Background: an optimization exercise with open tools, aiming at a short achievable clock period and few clock cycles. Do not read the settings as production practice. At most, simulation tests tie the RTL to the original design; equivalence was not proved. Power and IR drop assume default switching activity.

==> fjord: inputs <==
==> flow/design.v <==
package mips_isa_pkg;
	localparam int data_w     = 32;
	localparam int reg_addr_w = 5;
	localparam int imm_w      = 16;
	localparam int jidx_w     = 26;   
	localparam logic [data_w-1:0] pc_step  = 32'd4;
	localparam logic [data_w-1:0] reset_pc = 32'h0000_0000;
	typedef enum logic [5:0] {
		RTYPE = 6'b000000,
		J     = 6'b000010,
		BEQ   = 6'b000100,
		BNE   = 6'b000101,
		ADDI  = 6'b001000,
		ADDIU = 6'b001001,
		LW    = 6'b100011,
		SW    = 6'b101011
	} opcode_t;
	typedef enum logic [5:0] {
		ADD  = 6'b100000,
		ADDU = 6'b100001,
		SUB  = 6'b100010,
		SUBU = 6'b100011,
		AND  = 6'b100100,
		OR   = 6'b100101,
		SLT  = 6'b101010
	} funct_t;   
endpackage
package mips_pipe_pkg;
	typedef enum logic [2:0] {
		ALU_ADD,
		ALU_SUB,
		ALU_AND,
		ALU_OR,
		ALU_SLT
	} alu_op_t;
	typedef enum logic [1:0] {
		FWD_NONE,
		FWD_WB,
		FWD_MEM
	} fwd_sel_t;
	typedef struct packed {
		logic    regwrite;
		logic    memtoreg;
		logic    memwrite;
		logic    memread;     
		logic    branch;
		logic    branch_ne;   
		logic    jump;
		logic    alusrc;      
		logic    regdst;      
		alu_op_t alu_op;
	} ctrl_t;
	localparam ctrl_t ctrl_bubble = 12'd0;
endpackage
`timescale 1ns/10ps
module register_file (
	input  logic        clk,
	input  logic [4:0]  rd_addr_a,
	input  logic [4:0]  rd_addr_b,
	output logic [31:0] rd_data_a,
	output logic [31:0] rd_data_b,
	input  logic [4:0]  wr_addr,    
	input  logic [31:0] wr_data
);
	logic [31:0] regs [32];
	always_ff @(posedge clk) begin
		if (wr_addr != 5'd0)
			regs[wr_addr] <= wr_data;
	end
	always_comb begin
		if (rd_addr_a == 5'd0)
			rd_data_a = 32'd0;
		else if (wr_addr == rd_addr_a)
			rd_data_a = wr_data;
		else
			rd_data_a = regs[rd_addr_a];
	end
	always_comb begin
		if (rd_addr_b == 5'd0)
			rd_data_b = 32'd0;
		else if (wr_addr == rd_addr_b)
			rd_data_b = wr_data;
		else
			rd_data_b = regs[rd_addr_b];
	end
endmodule
`timescale 1ns/10ps
module ks_add #(
	parameter int W = 32
) (
	input  logic [W-1:0] a,
	input  logic [W-1:0] b,
	input  logic         cin,
	output logic [W-1:0] s,
	output logic         cout
);
	localparam int L = (W > 16) ? 5 : (W > 8) ? 4 : (W > 4) ? 3 : (W > 2) ? 2 : 1;   
	logic [W-1:0] p;
	logic [W-1:0] g [L+1];
	logic [W-1:0] q [L+1];   
	assign p    = a ^ b;
	assign g[0] = (a & b) | {{(W-1){1'b0}}, p[0] & cin};
	assign q[0] = {p[W-1:1], 1'b0};   
	for (genvar l = 0; l < L; l++) begin : g_lvl
		for (genvar i = 0; i < W; i++) begin : g_bit
			if (i >= (1 << l)) begin : g_op
				assign g[l+1][i] = g[l][i] | (q[l][i] & g[l][i-(1<<l)]);
				assign q[l+1][i] = q[l][i] & q[l][i-(1<<l)];
			end else begin : g_pass
				assign g[l+1][i] = g[l][i];
				assign q[l+1][i] = q[l][i];
			end
		end
	end
	assign s    = p ^ {g[L][W-2:0], cin};
	assign cout = g[L][W-1];
endmodule
`timescale 1ns/10ps
module mips_core (
	input  logic        clk,
	input  logic        rst,
	output logic [31:0] pc,
	input  logic [31:0] instr,
	output logic        memwrite,
	output logic [31:0] memaddr,
	output logic [31:0] memwritedata,
	input  logic [31:0] memreaddata
);
	logic        ex_br;         
	logic        ex_nk;         
	logic        ex_pred;
	logic [31:0] ex_pc4;        
	logic [15:0] ex_off;        
	logic        ex_load;
	logic        ex_store;
	logic [4:0]  ex_dst;
	logic        ex_sub;        
	logic        ex_op_and;
	logic        ex_op_or;
	logic        ex_op_slt;
	logic        ex_op_add;     
	logic [31:0] ex_a;          
	logic [31:0] ex_b;          
	logic [31:0] ex_bn;         
	logic [31:0] ex_imm;
	logic        ex_alusrc;
	logic [31:0] ex_sd;         
	logic        ex_sa_mem, ex_sb_mem, ex_ss_mem;   
	logic        ex_kill;       
	logic [31:0] mem_res;
	logic [31:0] mem_res_n;     
	logic [31:0] mem_sd;
	logic        mem_store;
	logic        mem_load;
	logic [4:0]  mem_dst;
	logic [31:0] wb_val;
	logic [4:0]  wb_dst;
	logic        stall;
	logic        mispredict;
	logic [31:0] pc4;
	logic [5:0]  f_op;
	logic        f_j;
	logic        f_br;
	logic        f_bpred;
	logic [7:0]  f_lo;
	logic        f_c;
	logic        f_short;       
	logic        f_take;        
	logic [31:0] f_jtarget;
	logic [21:0] pc_hi_inc;
	logic [21:0] pc_hi_dec;
	logic        f_use_bt;
	logic [31:0] f_other;
	logic [31:0] f_next;
	assign f_op = instr[31:26];
	assign f_j  = f_op == 6'b000010;
	assign f_br = f_op[5:1] == 5'b00010;
	assign f_bpred = (instr[25:21] == instr[20:16]) ? !f_op[0] : (instr[15] || f_op[0]);
	ks_add #(.W(30)) f_inc (
		.a    (pc[31:2]),
		.b    (30'd0),
		.cin  (1'b1),
		.s    (pc4[31:2]),
		.cout ()
	);
	assign pc4[1:0] = pc[1:0];
	ks_add #(.W(8)) f_add (
		.a    (pc[9:2]),
		.b    (instr[7:0]),
		.cin  (1'b1),
		.s    (f_lo),
		.cout (f_c)
	);
	ks_add #(.W(22)) f_hinc (
		.a    (pc[31:10]),
		.b    (22'd0),
		.cin  (1'b1),
		.s    (pc_hi_inc),
		.cout ()
	);
	ks_add #(.W(22)) f_dec (
		.a    (pc[31:10]),
		.b    (22'h3fffff),
		.cin  (1'b0),
		.s    (pc_hi_dec),
		.cout ()
	);
	assign f_short = (instr[15:7] == 9'h000) || (instr[15:7] == 9'h1ff);
	assign f_take  = f_bpred && f_short;
	assign f_jtarget = {pc4[31:28], instr[25:0], 2'b00};
	assign f_other  = f_j ? f_jtarget : pc4;
	assign f_use_bt = !f_j && f_br && f_take;
	logic [21:0] f_next_hi1, f_next_hi0;
	assign f_next_hi1 = f_use_bt ? (instr[7] ? pc[31:10] : pc_hi_inc) : f_other[31:10];
	assign f_next_hi0 = f_use_bt ? (instr[7] ? pc_hi_dec : pc[31:10]) : f_other[31:10];
	assign f_next     = {f_c ? f_next_hi1 : f_next_hi0,
	                     f_use_bt ? f_lo : f_other[9:2], pc[1:0]};
	always_ff @(posedge clk) begin
		if (rst)
			pc <= 32'd0;
		else if (!stall)
			pc <= mispredict ? x_alt : f_next;
	end
	logic [5:0]  d_op;
	logic [5:0]  d_fn;
	logic [4:0]  d_rs, d_rt, d_rd;
	logic        d_rtype, d_addi, d_load, d_store, d_br;
	logic        d_fadd, d_fsub, d_fand, d_for, d_fslt;
	logic [4:0]  d_dst;
	logic        d_use_rs, d_use_rt;
	logic [31:0] d_ra, d_rb;
	assign d_op = instr[31:26];
	assign d_fn = instr[5:0];
	assign d_rs = instr[25:21];
	assign d_rt = instr[20:16];
	assign d_rd = instr[15:11];
	assign d_rtype = d_op == 6'b000000;
	assign d_addi  = d_op[5:1] == 5'b00100;
	assign d_load  = d_op == 6'b100011;
	assign d_store = d_op == 6'b101011;
	assign d_br    = d_op[5:1] == 5'b00010;
	assign d_fadd  = d_rtype && d_fn[5:1] == 5'b10000;
	assign d_fsub  = d_rtype && d_fn[5:1] == 5'b10001;
	assign d_fand  = d_rtype && d_fn == 6'b100100;
	assign d_for   = d_rtype && d_fn == 6'b100101;
	assign d_fslt  = d_rtype && d_fn == 6'b101010;
	always_comb begin
		if (d_fadd || d_fsub || d_fand || d_for || d_fslt)
			d_dst = d_rd;
		else if (d_addi || d_load)
			d_dst = d_rt;
		else
			d_dst = 5'd0;
	end
	assign d_use_rs = d_rtype || d_addi || d_load || d_store || d_br;
	assign d_use_rt = d_rtype || d_store || d_br;
	assign stall = ex_load && !ex_kill && ex_dst != 5'd0 &&
		((d_use_rs && ex_dst == d_rs) || (d_use_rt && ex_dst == d_rt));
	register_file rf0 (
		.clk       (clk),
		.rd_addr_a (d_rs),
		.rd_addr_b (d_rt),
		.rd_data_a (d_ra),
		.rd_data_b (d_rb),
		.wr_addr   (wb_dst),
		.wr_data   (wb_val)
	);
	always_ff @(posedge clk) begin
		if (rst || stall) begin
			ex_br    <= 1'b0;
			ex_load  <= 1'b0;
			ex_store <= 1'b0;
			ex_dst   <= 5'd0;
		end else begin
			ex_br    <= d_br;
			ex_load  <= d_load;
			ex_store <= d_store;
			ex_dst   <= d_dst;
		end
	end
	always_ff @(posedge clk) begin
		if (rst)
			ex_kill <= 1'b0;
		else
			ex_kill <= mispredict;
	end
	logic        d_sub, d_alusrc;
	logic        d_fa_mem, d_fa_wb, d_fb_mem, d_fb_wb;
	logic [31:0] d_wb_next, d_a, d_b;
	assign d_sub     = d_fsub || d_fslt;
	assign d_alusrc  = !d_rtype && !d_br;
	assign d_fa_mem  = d_rs != 5'd0 && !ex_kill && ex_dst == d_rs;
	assign d_fa_wb   = d_rs != 5'd0 && mem_dst == d_rs;
	assign d_fb_mem  = d_rt != 5'd0 && !ex_kill && ex_dst == d_rt;
	assign d_fb_wb   = d_rt != 5'd0 && mem_dst == d_rt;
	assign d_wb_next = mem_load ? memreaddata : mem_res;
	assign d_a       = d_fa_wb ? d_wb_next : d_ra;
	assign d_b       = d_fb_wb ? d_wb_next : d_rb;
	always_ff @(posedge clk) begin
		ex_nk     <= d_op[0] ^ f_take;
		ex_pred   <= f_take;
		ex_pc4    <= pc4;
		ex_off    <= instr[15:0];
		ex_sub    <= d_sub;
		ex_op_and <= d_fand;
		ex_op_or  <= d_for;
		ex_op_slt <= d_fslt;
		ex_op_add <= !(d_fand || d_for || d_fslt);
		ex_a      <= d_a;
		ex_b      <= d_b;
		ex_bn     <= ~d_b;
		ex_imm    <= {{16{instr[15]}}, instr[15:0]};
		ex_alusrc <= d_alusrc;
		ex_sd     <= d_b;
		ex_sa_mem <= d_fa_mem;
		ex_sb_mem <= !d_alusrc && d_fb_mem;
		ex_ss_mem <= d_fb_mem;
	end
	logic [31:0] x_a, x_b, x_sd, x_sum, x_other, x_res, x_mem_b, x_b_reg;
	logic        x_cout, x_slt;
	assign x_mem_b = ex_sub ? mem_res_n : mem_res;
	assign x_a     = ex_sa_mem ? mem_res : ex_a;
	assign x_b_reg = ex_alusrc ? ex_imm : ex_sub ? ex_bn : ex_b;
	assign x_b     = ex_sb_mem ? x_mem_b : x_b_reg;
	assign x_sd    = ex_ss_mem ? mem_res : ex_sd;
	ks_add #(.W(32)) x_add (
		.a    (x_a),
		.b    (x_b),
		.cin  (ex_sub),
		.s    (x_sum),
		.cout (x_cout)
	);
	assign x_slt = x_a[31] ^ x_b[31] ^ x_cout;
	assign x_other = ({32{ex_op_and}} & (x_a & x_b)) | ({32{ex_op_or}} & (x_a | x_b)) |
	                 {31'd0, ex_op_slt & x_slt};
	assign x_res   = ex_op_add ? x_sum : x_other;
	logic [31:0] x_btarget, x_alt;
	ks_add #(.W(30)) x_badd (
		.a    (ex_pc4[31:2]),
		.b    ({{14{ex_off[15]}}, ex_off}),
		.cin  (1'b0),
		.s    (x_btarget[31:2]),
		.cout ()
	);
	assign x_btarget[1:0] = ex_pc4[1:0];
	assign x_alt          = ex_pred ? ex_pc4 : x_btarget;
	assign mispredict = ex_br && !ex_kill && ((x_a == x_b) != ex_nk);
	always_ff @(posedge clk) begin
		if (rst) begin
			mem_store <= 1'b0;
			mem_load  <= 1'b0;
			mem_dst   <= 5'd0;
		end else begin
			mem_store <= ex_store && !ex_kill;
			mem_load  <= ex_load && !ex_kill;
			mem_dst   <= ex_kill ? 5'd0 : ex_dst;
		end
	end
	always_ff @(posedge clk) begin
		mem_res   <= x_res;
		mem_res_n <= ~x_res;
		mem_sd    <= x_sd;
	end
	assign memwrite     = mem_store;
	assign memaddr      = mem_res;
	assign memwritedata = mem_sd;
	always_ff @(posedge clk) begin
		if (rst)
			wb_dst <= 5'd0;
		else
			wb_dst <= mem_dst;
	end
	always_ff @(posedge clk) begin
		wb_val <= mem_load ? memreaddata : mem_res;
	end
endmodule
==> flow/flow/run.sh <==
#!/bin/bash
set -euo pipefail
bash standard.sh SETUP_SLACK_MARGIN=6 TNS_END_PERCENT=100 finish > standard.log 2>&1
==> flow/standard.sh <==
#!/bin/bash
# synth_recipe.tcl (not shown) runs the flow's synth.tcl, then flattens the netlist and writes it again
# the make line also repeats each setting of config.mk as NAME=value (left out here)
make -C /OpenROAD-flow-scripts/flow DESIGN_CONFIG=/design/flow/config.mk WORK_HOME=/design/flow/orfs CLKGATE_MAP_FILE= SYNTH_SCRIPT=/design/flow/synth_recipe.tcl "${@:-finish}"
==> flow/config.mk <==
export PLATFORM = sky130hd
export DESIGN_NAME = mips_core
export DESIGN_NICKNAME = mips_core
export VERILOG_FILES = /design/flow/design.v
export SDC_FILE = /design/flow/constraint.sdc
export NUM_CORES = 4
export LEC_CHECK = 0
export CAP_MARGIN = 20
export CORE_MARGIN = 2
export CORE_UTILIZATION = 60
export SLEW_MARGIN = 20
==> flow/constraint.sdc <==
create_clock -name core_clock -period 9.0 [get_ports {clk}]
set_input_delay 1.8000 -clock core_clock [delete_from_list [all_inputs] [get_ports {clk}]]
set_output_delay 1.8000 -clock core_clock [all_outputs]
set_load 0.01 [all_outputs]
==> inputs of pepper, as changes to fjord <==
--- a/flow/design.v
+++ b/flow/design.v
@@ -141,9 +141,6 @@
 	logic        ex_op_add;     
 	logic [31:0] ex_a;          
 	logic [31:0] ex_b;          
-	logic [31:0] ex_bn;         
-	logic [31:0] ex_imm;
-	logic        ex_alusrc;
 	logic [31:0] ex_sd;         
 	logic        ex_sa_mem, ex_sb_mem, ex_ss_mem;   
 	logic        ex_kill;       
@@ -162,13 +159,13 @@
 	logic        f_j;
 	logic        f_br;
 	logic        f_bpred;
-	logic [7:0]  f_lo;
+	logic [15:0] f_lo;
 	logic        f_c;
-	logic        f_short;       
-	logic        f_take;        
+	logic [13:0] f_hi;
+	logic [31:0] f_btarget;
 	logic [31:0] f_jtarget;
-	logic [21:0] pc_hi_inc;
-	logic [21:0] pc_hi_dec;
+	logic [13:0] pc_hi_inc;
+	logic [13:0] pc_hi_dec;
 	logic        f_use_bt;
 	logic [31:0] f_other;
 	logic [31:0] f_next;
@@ -184,41 +181,44 @@
 		.cout ()
 	);
 	assign pc4[1:0] = pc[1:0];
-	ks_add #(.W(8)) f_add (
-		.a    (pc[9:2]),
-		.b    (instr[7:0]),
+	ks_add #(.W(16)) f_add (
+		.a    (pc[17:2]),
+		.b    (instr[15:0]),
 		.cin  (1'b1),
 		.s    (f_lo),
 		.cout (f_c)
 	);
-	ks_add #(.W(22)) f_hinc (
-		.a    (pc[31:10]),
-		.b    (22'd0),
+	ks_add #(.W(14)) f_hinc (
+		.a    (pc[31:18]),
+		.b    (14'd0),
 		.cin  (1'b1),
 		.s    (pc_hi_inc),
 		.cout ()
 	);
-	ks_add #(.W(22)) f_dec (
-		.a    (pc[31:10]),
-		.b    (22'h3fffff),
+	ks_add #(.W(14)) f_dec (
+		.a    (pc[31:18]),
+		.b    (14'h3fff),
 		.cin  (1'b0),
 		.s    (pc_hi_dec),
 		.cout ()
 	);
-	assign f_short = (instr[15:7] == 9'h000) || (instr[15:7] == 9'h1ff);
-	assign f_take  = f_bpred && f_short;
+	assign f_hi      = f_c ? (instr[15] ? pc[31:18] : pc_hi_inc) : (instr[15] ? pc_hi_dec : pc[31:18]);
+	assign f_btarget = {f_hi, f_lo, pc[1:0]};
 	assign f_jtarget = {pc4[31:28], instr[25:0], 2'b00};
-	assign f_other  = f_j ? f_jtarget : pc4;
-	assign f_use_bt = !f_j && f_br && f_take;
-	logic [21:0] f_next_hi1, f_next_hi0;
-	assign f_next_hi1 = f_use_bt ? (instr[7] ? pc[31:10] : pc_hi_inc) : f_other[31:10];
-	assign f_next_hi0 = f_use_bt ? (instr[7] ? pc_hi_dec : pc[31:10]) : f_other[31:10];
-	assign f_next     = {f_c ? f_next_hi1 : f_next_hi0,
-	                     f_use_bt ? f_lo : f_other[9:2], pc[1:0]};
+	always_comb begin
+		if (stall)
+			f_other = pc;
+		else if (f_j)
+			f_other = f_jtarget;
+		else
+			f_other = pc4;
+	end
+	assign f_use_bt = !stall && !f_j && f_br && f_bpred;
+	assign f_next   = f_use_bt ? f_btarget : f_other;
 	always_ff @(posedge clk) begin
 		if (rst)
 			pc <= 32'd0;
-		else if (!stall)
+		else
 			pc <= mispredict ? x_alt : f_next;
 	end
 	logic [5:0]  d_op;
@@ -297,8 +297,8 @@
 	assign d_a       = d_fa_wb ? d_wb_next : d_ra;
 	assign d_b       = d_fb_wb ? d_wb_next : d_rb;
 	always_ff @(posedge clk) begin
-		ex_nk     <= d_op[0] ^ f_take;
-		ex_pred   <= f_take;
+		ex_nk     <= d_op[0] ^ f_bpred;
+		ex_pred   <= f_bpred;
 		ex_pc4    <= pc4;
 		ex_off    <= instr[15:0];
 		ex_sub    <= d_sub;
@@ -307,21 +307,17 @@
 		ex_op_slt <= d_fslt;
 		ex_op_add <= !(d_fand || d_for || d_fslt);
 		ex_a      <= d_a;
-		ex_b      <= d_b;
-		ex_bn     <= ~d_b;
-		ex_imm    <= {{16{instr[15]}}, instr[15:0]};
-		ex_alusrc <= d_alusrc;
+		ex_b      <= d_alusrc ? {{16{instr[15]}}, instr[15:0]} : d_sub ? ~d_b : d_b;
 		ex_sd     <= d_b;
 		ex_sa_mem <= d_fa_mem;
 		ex_sb_mem <= !d_alusrc && d_fb_mem;
 		ex_ss_mem <= d_fb_mem;
 	end
-	logic [31:0] x_a, x_b, x_sd, x_sum, x_other, x_res, x_mem_b, x_b_reg;
+	logic [31:0] x_a, x_b, x_sd, x_sum, x_other, x_res, x_mem_b;
 	logic        x_cout, x_slt;
 	assign x_mem_b = ex_sub ? mem_res_n : mem_res;
 	assign x_a     = ex_sa_mem ? mem_res : ex_a;
-	assign x_b_reg = ex_alusrc ? ex_imm : ex_sub ? ex_bn : ex_b;
-	assign x_b     = ex_sb_mem ? x_mem_b : x_b_reg;
+	assign x_b     = ex_sb_mem ? x_mem_b : ex_b;
 	assign x_sd    = ex_ss_mem ? mem_res : ex_sd;
 	ks_add #(.W(32)) x_add (
 		.a    (x_a),
==> flow/run.sh (new file) <==
#!/bin/bash
# synth_recipe.tcl (not shown) runs the flow's synth.tcl, then flattens the netlist and writes it again
# the make line also repeats each setting of config.mk as NAME=value (left out here)
make -C /OpenROAD-flow-scripts/flow DESIGN_CONFIG=/design/flow/config.mk WORK_HOME=/design/flow/orfs CLKGATE_MAP_FILE= SYNTH_SCRIPT=/design/flow/synth_recipe.tcl finish
SETUP_SLACK_MARGIN = 5   (was not set)
TNS_END_PERCENT = 100   (was not set)
removed: flow/flow/run.sh
removed: flow/standard.sh
==> summary of the runs <==
Of fjord and pepper, fjord has the higher critical path depth (gap 2).
In pepper the count of clock-buffer cells in the layout is lower than in fjord, by 21.
Of fjord and pepper, fjord has the higher non-clock buffer count (gap 600).
Of pepper and fjord, fjord has the higher cell count (gap 15%, measured against fjord).
fjord passed the timing, design-rule and antenna checks. pepper produced a clean layout.
Between pepper and fjord, the lower clock skew is in pepper (gap 0.0088 ns).
Of fjord and pepper, fjord has the higher via count (gap 28%, measured against pepper).
==> figures <==
metric                                                pepper       fjord
Arrival time at the worst endpoint                   4.66 ns     4.42 ns
Total via count after detailed routing                 41900       53400
Largest fanout on the critical path                        9           8
Worst Tran Pin Value                                 1.20 ns     1.20 ns
P_int                                                12.3 mW     12.8 mW
Static leakage                                       26.5 nW     32.6 nW
Compound-cell area share of the yosys netlist         0.0790       0.111
Worst Setup SP                                      instr[0]      ex_sub
Sw power                                             4.63 mW     5.43 mW
Status                              timing/DRC/antenna clean  timing/DRC/antenna clean
Count of state elements after synthesis                 1359        1360
Sequential cell area                              37500 um^2  37800 um^2
Met2 routing resource usage after global routing       0.550       0.677
Worst Hold Endpoint                                ex_pc4[1]   mem_store
Testbench counts of pepper, summed over its fixed seeds: cycles 26,129.
No functional check of the RTL was part of fjord.

## separate check: timing with driven ports
Ports are ideal in the flow. The routed layouts listed here were re-timed in OpenROAD. Step 1 (the two cells are an assumption about what drives the block):
set clk [get_ports {clk}]
set_driving_cell -lib_cell sky130_fd_sc_hd__clkbuf_16 $clk
set_driving_cell -lib_cell sky130_fd_sc_hd__buf_2 [delete_from_list [all_inputs] $clk]
Step 2 times the ports against the registers' clock, not the clock port: input delays grow and output delays shrink by t, the midpoint of the rising clock arrivals with the driver on. a / b / c = ideal ports / drivers / drivers and shift; a / b = the first two.
run	shift t [ns]	setup slack, ns	hold WS [ns]	slew at the worst register clock pin (ns)	worst slew at a driven data input, ns
fjord	0.851	5.199 / 5.063 / 4.211	0.430 / 0.430 / 0.430	0.07 / 0.07	0.52
pepper	0.814	5.007 / 4.854 / 4.040	0.382 / 0.382 / 0.382	0.06 / 0.06	0.34
After both steps every run listed still meets setup and hold. The setup slack of fjord, which loses most, moves by -0.136 ns with the drivers and by -0.988 ns with both steps.
